Background: an optimization exercise with open tools, aiming at small area and a short achievable clock period. Do not read the settings as production practice.
The RTL was checked by simulation tests, not by an equivalence proof against the original design.

==> flow/design.v <==
module iir_biquad_filter #(
  parameter int unsigned NB   = 10,
  parameter int unsigned NC   = 10,
  parameter int unsigned FRAC = 9
) (
  input  logic                 CLK,
  input  logic                 RST,
  input  logic signed [NB-1:0] DIN,
  input  logic                 VIN,
  input  logic                 COEF_WE,
  input  logic [2:0]           COEF_ADDR,
  input  logic signed [NC-1:0] COEF_DATA,
  input  logic                 COEF_COMMIT,
  input  logic                 FLUSH,
  input  logic                 BYPASS,
  input  logic                 CLR_SAT,
  output logic signed [NB-1:0] DOUT,
  output logic                 VOUT,
  output logic                 SAT
);
  localparam int unsigned ACC_W = NB + NC + 3;
  localparam int unsigned NCOEF = 5;
  localparam int unsigned IDX_B0 = 0;
  localparam int unsigned IDX_B1 = 1;
  localparam int unsigned IDX_B2 = 2;
  localparam int unsigned IDX_A1 = 3;
  localparam int unsigned IDX_A2 = 4;
  localparam logic signed [NB-1:0]    OUT_MAX = {1'b0, {(NB-1){1'b1}}};
  localparam logic signed [NB-1:0]    OUT_MIN = {1'b1, {(NB-1){1'b0}}};
  localparam logic signed [ACC_W-1:0] ACC_MAX = ACC_W'(OUT_MAX);
  localparam logic signed [ACC_W-1:0] ACC_MIN = ACC_W'(OUT_MIN);
  logic signed [NC-1:0] shd_q [NCOEF];
  logic signed [NC-1:0] shd_d [NCOEF];
  logic signed [NC-1:0] act_q [NCOEF];
  logic signed [NC-1:0] act_d [NCOEF];
  logic signed [NB-1:0] x1_q, x1_d, x2_q, x2_d;
  logic signed [NB-1:0] y1_q, y1_d, y2_q, y2_d;
  logic signed [NB-1:0] dout_q, dout_d;
  logic                 vout_q, vout_d;
  logic                 sat_q, sat_d;
  logic signed [ACC_W-1:0] acc_c;
  logic signed [ACC_W-1:0] shf_c;
  logic signed [NB-1:0]    y_c;
  logic                    clip_c;
  logic                    filt_c;
  function automatic logic signed [ACC_W-1:0] mul(
    input logic signed [NC-1:0] c,
    input logic signed [NB-1:0] s
  );
    logic signed [ACC_W-1:0] ce;
    logic signed [ACC_W-1:0] se;
    ce  = ACC_W'(c);
    se  = ACC_W'(s);
    mul = ce * se;
  endfunction
  always_comb begin
    acc_c = mul(act_q[IDX_B0], DIN)
          + mul(act_q[IDX_B1], x1_q)
          + mul(act_q[IDX_B2], x2_q)
          - mul(act_q[IDX_A1], y1_q)
          - mul(act_q[IDX_A2], y2_q);
    shf_c  = acc_c >>> FRAC;
    clip_c = 1'b0;
    y_c    = shf_c[NB-1:0];
    if (shf_c > ACC_MAX) begin
      y_c    = OUT_MAX;
      clip_c = 1'b1;
    end else if (shf_c < ACC_MIN) begin
      y_c    = OUT_MIN;
      clip_c = 1'b1;
    end
  end
  assign filt_c = VIN && !BYPASS;
  always_comb begin
    for (int i = 0; i < NCOEF; i++) begin
      shd_d[i] = shd_q[i];
      act_d[i] = act_q[i];
    end
    x1_d   = x1_q;
    x2_d   = x2_q;
    y1_d   = y1_q;
    y2_d   = y2_q;
    dout_d = dout_q;
    vout_d = 1'b0;
    sat_d  = sat_q;
    for (int i = 0; i < NCOEF; i++) begin
      if (COEF_COMMIT) act_d[i] = shd_q[i];
      if (COEF_WE && (COEF_ADDR == 3'(i))) shd_d[i] = COEF_DATA;
    end
    if (VIN) begin
      vout_d = 1'b1;
      dout_d = BYPASS ? DIN : y_c;
    end
    if (filt_c) begin
      x2_d = x1_q;
      x1_d = DIN;
      y2_d = y1_q;
      y1_d = y_c;
    end
    if (FLUSH) begin
      x1_d = '0;
      x2_d = '0;
      y1_d = '0;
      y2_d = '0;
    end
    if (CLR_SAT) sat_d = 1'b0;
    if (filt_c && clip_c) sat_d = 1'b1;
  end
  always_ff @(posedge CLK or posedge RST) begin
    if (RST) begin
      for (int i = 0; i < NCOEF; i++) begin
        shd_q[i] <= '0;
        act_q[i] <= '0;
      end
      x1_q   <= '0;
      x2_q   <= '0;
      y1_q   <= '0;
      y2_q   <= '0;
      dout_q <= '0;
      vout_q <= 1'b0;
      sat_q  <= 1'b0;
    end else begin
      for (int i = 0; i < NCOEF; i++) begin
        shd_q[i] <= shd_d[i];
        act_q[i] <= act_d[i];
      end
      x1_q   <= x1_d;
      x2_q   <= x2_d;
      y1_q   <= y1_d;
      y2_q   <= y2_d;
      dout_q <= dout_d;
      vout_q <= vout_d;
      sat_q  <= sat_d;
    end
  end
  assign DOUT = dout_q;
  assign VOUT = vout_q;
  assign SAT  = sat_q;
endmodule
==> flow/run.sh <==
#!/bin/bash
# synth_recipe.tcl (not shown) runs the flow's synth.tcl, then flattens the netlist and writes it again
# the make line also repeats each setting of config.mk as NAME=value (left out here)
make -C /OpenROAD-flow-scripts/flow DESIGN_CONFIG=/design/flow/config.mk WORK_HOME=/design/flow/orfs CLKGATE_MAP_FILE= SYNTH_SCRIPT=/design/flow/synth_recipe.tcl finish
==> flow/config.mk <==
export PLATFORM = sky130hd
export DESIGN_NAME = iir_biquad_filter
export DESIGN_NICKNAME = iir_biquad_filter
export VERILOG_FILES = /design/flow/design.v
export SDC_FILE = /design/flow/constraint.sdc
export NUM_CORES = 4
export LEC_CHECK = 0
export CAP_MARGIN = 20
export CORE_MARGIN = 2
export CORE_UTILIZATION = 40
export SLEW_MARGIN = 20
==> flow/constraint.sdc <==
create_clock -name core_clock -period 11.0 [get_ports {CLK}]
set_input_delay 2.2000 -clock core_clock [delete_from_list [all_inputs] [get_ports {CLK}]]
set_output_delay 2.2000 -clock core_clock [all_outputs]
set_load 0.01 [all_outputs]
==> flow_metrics.env <==
export IMPL_outcome="complete, no violations"
export IMPL_holdWs_ps=497
export IMPL_mappedNetlistArea_um2=27800
export IMPL_vias_per_cell=4.91
export IMPL_ys_warn_count=5
export IMPL_pin_count=43
export IMPL_cts_root_buf="clkbuf_16"
export IMPL_cp_max_fo=12
export IMPL_worstHoldPathType="register to register"
export IMPL_syn_nets=3650
export IMPL_wl_per_cell_um=18.9
export IMPL_grt_pass1_vias=20200
export IMPL_ys_types=64
export IMPL_start_util_pct=40.5
export IMPL_use_met1_pct=27.5
export IMPL_yosys_register_bits=152
export IMPL_postLayoutCoreUtil_pct=43.2
export IMPL_cts_hold_buffers=0
export IMPL_finalSetupViolations=0
export IMPL_area_growth_pct=6.77
export IMPL_synth_simple_area_share_pct=11.5
export IMPL_wl_mm=70.0
export IMPL_grt_pass1_wl_mm=115
export IMPL_max_freq_mhz=95.9
export IMPL_drtIter0Drc=1081
export IMPL_worstPathRequired_ps=11310
export IMPL_met3_usage_pct=2.61
export IMPL_ff2ff_path_depth=22
export IMPL_min_period_ps=10420
export IMPL_grt_busiest_layer="met2"
export IMPL_drc_errors=0
export IMPL_crit_family="adder cells"
export IMPL_numCtsBuffers=17
export IMPL_die_height_um=268
export IMPL_synth_compound_gate_area_share_pct=3.10
export IMPL_rr_startpoint="y1_q[1]"
export IMPL_min_path_cells=1
export IMPL_hold_path_endpoint="act_q[2][3]"
export IMPL_worst_slew_pin_transition_ps=1040
export IMPL_max_clock_path_buffers=2
export IMPL_endpoint_kind="register"
export IMPL_synthTopCellsByArea="fa_1 (46%), dfrtp_1 (14%), inv_1 (10%)"
export IMPL_drive_gt1_share_pct=6.76
export IMPL_synth_fa_ha_area_share_pct=54.4
export IMPL_synth_flop_cell="dfrtp_1"
export IMPL_avgSynthCellArea_um2=9.95
export IMPL_place_area_um2=29100
export IMPL_crit_buf_inv=9
export IMPL_critical_path_reg2reg_endpoint="y1_q[4]"
export IMPL_synth_common_cells="inv_1 (771), fa_1 (646), nand2_1 (346)"
export IMPL_grt_max_degree=95
export IMPL_tns_ps=0
export IMPL_synth_most_common_cell="inv_1"
export IMPL_postSynthCellCount=2796
export IMPL_synth_area_leader_cell="fa_1"
export IMPL_fin_crit_sh_pct=94.8
export IMPL_drt_pass1_iter_count=5
export IMPL_crit_start="DIN[4]"
export IMPL_synth_mux_area_share_pct=4.09
export IMPL_critical_path_slowest_cell="clkdlybuf4s50_1"
export IMPL_postCtsSetupRepairBufs=0
export IMPL_cts_max_level=4
export IMPL_arrival_ps=10730
export IMPL_slowest_delay_ps=810
export IMPL_gr_total_overflow=0
export IMPL_drv_cap=0
export IMPL_yosys_area_share_xor_xnor_pct=1.03
export IMPL_die_w_um=268
export IMPL_antenna_found_initial=1
export IMPL_cts_clk_slew_worst_paths_ps=70
export IMPL_rrSetupSlack_ps=2020
export IMPL_rows=96
export IMPL_slew_violations=0
export IMPL_routabilityCongestion=0.928
export IMPL_crit_top_cell="fa_1"
export IMPL_grt_usage_pct=21.3
export IMPL_rsz0062_at_grt="false"
export IMPL_cts_tree="built"
export IMPL_die_area_um2=71700
export IMPL_synth_edf_count=0
export IMPL_grt_met2_usage_pct=36.3
export IMPL_finClkSkew_ps=10.6
export IMPL_relSlewSlack_pct=30.7
export IMPL_synth_seq_area_share_pct=13.7
export IMPL_clock_latency_ps=470
export IMPL_core_area_um2=68700
export IMPL_synthArstFlopShare_pct=100
export IMPL_nets=3607
export IMPL_vias=18200
export IMPL_path_class="primary input to register"
export IMPL_cts_resized=0
export IMPL_diodes=0
export IMPL_hold_viol=0
export IMPL_synth_top_cell_area_share_pct=46.5
export IMPL_synth_top_family_by_area="adder cells"
export IMPL_place_hpwl_mm=60.2
export IMPL_drtAntennaViolNets=0
export IMPL_cts_num_sinks=152
export IMPL_finalInstanceArea_um2=29700
export IMPL_portBuffers=42
export IMPL_crit_path_start_kind="primary input"
export IMPL_min_from="shd_q[2][3]"
==> routing by layer <==
metal | share of wire [%] | vias up
li1 | - | 7940
met1 | 40 | 9601
met2 | 51 | 497
met3 | 4.7 | 119
met4 | 4.6 | 0
met5 | 0 | -
==> worst max-delay path by stage <==
stage	endpoint	slack [ps]	cells after the start
3_3_place_gp	y1_q[4]	200	27
5_1_grt	y1_q[4]	200	28
6_report	y1_q[4]	580	28
3_5_place_dp	y1_q[4]	110	28
4_1_cts	y1_q[4]	580	28
2_1_floorplan	y1_q[4]	1420	27
==> layout by cell type, fill, tap and decap left out, types with 7 or more instances in the layout <==
| cell | instances |
|---|---|
| a211oi_1 | 13 |
| xor2_1 | 7 |
| ha_1 | 177 |
| clkbuf_16 | 17 |
| o21ai_0 | 20 |
| a21oi_1 | 57 |
| clkdlybuf4s50_1 | 40 |
| buf_4 | 22 |
| mux2_2 | 101 |
| fa_1 | 646 |
| dfrtp_1 | 152 |
| nand2b_1 | 26 |
| inv_1 | 770 |
| nor3_1 | 8 |
| nor2b_1 | 13 |
| nand2_1 | 346 |
| and2_1 | 193 |
| xnor2_1 | 21 |
| nor2_1 | 46 |
==> area by class of cell <==
class | count | area [µm²]
Fill cell | 6666 | 39000
Multi-Input combinational cell | 1745 | 20600
Sequential cell | 152 | 3800
Inverter | 773 | 2910
Tap cell | 931 | 1160
Timing Repair Buffer | 64 | 576
Clock buffer | 19 | 453
Clock inverter | 13 | 176
==> flip-flops by register name (all words and copies together) (netlist names) <==
| signal | flops |
|---|---|
| vout_q | 1 |
| sat_q | 1 |
| y2_q | 10 |
| act_q | 50 |
| shd_q | 50 |
| y1_q | 10 |
| x1_q | 10 |
| x2_q | 10 |
| dout_q | 10 |
==> cells by family after synthesis <==
group	count (synthesis)
AND/OR/NAND/NOR	664
buffers and inverters	899
XOR/XNOR	30
AO/OA/AOI/OAI	127
flip-flops	152
adder cells (fa/ha/maj)	823
multiplexers	101
==> stage by stage <==
stage | worst slack (ps) | cells
floorplan | 1420 | 2796
global placement | 203 | 3665
detailed placement | 106 | 3665
CTS | 580 | 3697
global route | 197 | 3697
finish | 576 | 3697

## separate check: timing with driven ports
Ports are ideal in the flow. The routed layout listed here was re-timed in OpenROAD.
Step 1: set_driving_cell puts a clkbuf_16 on CLK and a buf_2 on each other input, an assumption about the parent block.
Step 2, shift: input delay + t, output delay - t, t = (earliest + latest rising clock arrival at the registers) / 2. This alone moves slack from input paths to output paths.
a / b / c = ideal ports / drivers / drivers and shift; a / b = the first two.
t, ns: 0.530
slack for setup (ns): 0.576 / 0.611 / 0.081
worst data-port slew with drivers (ns): 0.06
After both steps setup and hold are still met in this run. For this run, drivers alone change the setup slack by +0.035 ns; drivers and shift together by -0.495 ns.
